This design comes from an exercise in tuning for small area on the open sky130 flow, not from production work.
Only simulation tests tie the RTL to the original design; equivalence was not proved.
No activity file was given, so power comes from the tool's default toggle rates.

## silent_top
module silent_top (
  input  logic        CLK,
  input  logic        rst_n,
  input  logic        update,
  input  logic [8:0]  step,
  input  logic        wr_en,
  input  logic [4:0]  wr_idx,
  input  logic [8:0]  wr_duty,
  input  logic [8:0]  wr_phase,
  output logic        busy,
  output logic        drive_valid,
  output logic [8:0]  drive_duty,
  output logic [8:0]  drive_phase,
  output logic [31:0] pwm_out
);
Size in the first run: roughly 5400 cells after synthesis, about 2400 flip-flops, about 0.090 sq mm of cells after synthesis.
export LEC_CHECK = 0
export CAP_MARGIN = 20
export CORE_MARGIN = 2
export CORE_UTILIZATION = 73
export CTS_CLUSTER_DIAMETER = 75
export CTS_CLUSTER_SIZE = 24
export SLEW_MARGIN = 20
create_clock -name core_clock -period 6.0 [get_ports {CLK}]
standard.sh (not shown) runs the stock make flow with config.mk's settings and CLKGATE_MAP_FILE= SYNTH_SCRIPT=/design/flow/synth_recipe.tcl, a recipe that flattens the netlist after the stock synthesis.
==> flow/flow/run.sh <==
#!/bin/bash
# The standard layout (the standard.sh, unchanged synthesis and steps)
# with one change: the buffers buffer_ports puts on every input and output
# port are sky130_fd_sc_hd__buf_1 cells instead of the default choice.
# ORFS writes each step's full log under orfs/logs; the make output goes to
# standard.log in this folder.
set -euo pipefail
here=$(pwd)
export BUFFER_PORTS_ARGS="-buffer_cell sky130_fd_sc_hd__buf_1"
bash "$here/standard.sh" > "$here/standard.log" 2>&1
The first run finished but fails on setup timing.
Then changed:
Settings changed: CORE_UTILIZATION 73 to 70, CTS_CLUSTER_DIAMETER 75 to 80, CTS_CLUSTER_SIZE 24 to 26.
=> The new run passed the timing, DRC and antenna checks; synthesized cell count stays the same; non-clock buffer count came out higher by 22; synthesized area does not change; cell area stays flat; wire length came out lower by 8.5%; clock skew fell by 5.4 ps.
Then changed:
==> flow/run.sh (new file) <==
#!/bin/bash
# synth_recipe.tcl (not shown) runs the flow's synth.tcl, then flattens the netlist and writes it again
# the make line also repeats each setting of config.mk as NAME=value (left out here)
make -C /OpenROAD-flow-scripts/flow DESIGN_CONFIG=/design/flow/config.mk WORK_HOME=/design/flow/orfs CLKGATE_MAP_FILE= SYNTH_SCRIPT=/design/flow/synth_recipe.tcl finish
removed: flow/flow/run.sh
removed: flow/standard.sh
What happened:
- clock power rises by 3.3%
- critical path depth falls by 3
- die area is unchanged
- cell area rises by 0.81%
- total power rose by 1.2%
- count of clock-buffer cells in the layout fell by 2
Then changed:
==> flow/flow/run.sh (new file) <==
#!/bin/bash
# The standard layout (the standard.sh, unchanged synthesis and steps)
# with two changes: the buffers buffer_ports puts on every input and output
# port are sky130_fd_sc_hd__buf_1 cells instead of the default choice, and
# before detailed placement flow/recover.tcl sizes down cells on paths that
# have slack to spare. ORFS writes each step's full log under orfs/logs;
# the make output goes to standard.log in this folder.
set -euo pipefail
here=$(pwd)
export BUFFER_PORTS_ARGS="-buffer_cell sky130_fd_sc_hd__buf_1"
export PRE_DETAIL_PLACE_TCL="$here/flow/recover.tcl"
bash "$here/standard.sh" > "$here/standard.log" 2>&1
==> flow/flow/recover.tcl (new file) <==
# Runs inside ORFS's detailed placement step, before detailed placement:
# size down cells on paths with positive setup slack
estimate_parasitics -placement
report_design_area
repair_timing -recover_power 100 -verbose
report_design_area
report_worst_slack
==> flow/standard.sh (new file) <==
#!/bin/bash
# synth_recipe.tcl (not shown) runs the flow's synth.tcl, then flattens the netlist and writes it again
# the make line also repeats each setting of config.mk as NAME=value (left out here)
make -C /OpenROAD-flow-scripts/flow DESIGN_CONFIG=/design/flow/config.mk WORK_HOME=/design/flow/orfs CLKGATE_MAP_FILE= SYNTH_SCRIPT=/design/flow/synth_recipe.tcl "${@:-finish}"
removed: flow/run.sh
=>
- The new run ran to the end with no violations
- synthesized area is unchanged
- worst hold slack is better by 5.8 ps
- non-clock buffer count rose by 19
- combinational power hardly moves
- core utilization fell by 0.56 points
Then changed:
==> flow/run.sh (new file) <==
#!/bin/bash
# synth_recipe.tcl (not shown) runs the flow's synth.tcl, then flattens the netlist and writes it again
# the make line also repeats each setting of config.mk as NAME=value (left out here)
make -C /OpenROAD-flow-scripts/flow DESIGN_CONFIG=/design/flow/config.mk WORK_HOME=/design/flow/orfs CLKGATE_MAP_FILE= SYNTH_SCRIPT=/design/flow/synth_recipe.tcl finish
Settings changed: CORE_UTILIZATION 70 to 55, CTS_CLUSTER_SIZE 26 to 20.
removed: flow/flow/run.sh
removed: flow/flow/recover.tcl
removed: flow/standard.sh
Outcome: Final cell count goes up by 7.7%. Power goes up by 1.6%. Synthesized area stays the same. Global-route usage goes down by 11 points. Wire length goes down by 4.0%.

## port drivers added, routing unchanged
How much do the figures lean on ideal ports? The routed layouts below were timed once more, with nothing changed but the port constraints.
Step 1, drivers: a clkbuf_16 drives CLK and a buf_2 each remaining input, both assumed.
Step 2 times the ports against the registers' clock, not the clock port: input delays grow and output delays shrink by t, the midpoint of the rising clock arrivals with the driver on.
a / b / c = ideal / step 1 / step 2; a / b = the first two.
run | t (ns) | setup slack, ns | worst setup path after step 2
the first run | 0.861 | -0.069 / -0.069 / -0.069 | register to register
the second run | 0.880 | 0.911 / 0.911 / 0.911 | register to register
the third run | 0.881 | 0.682 / 0.669 / 0.682 | register to register
the fourth run | 0.867 | 0.689 / 0.689 / 0.689 | register to register
the fifth run | 0.905 | 0.691 / 0.613 / 0.691 | register to register
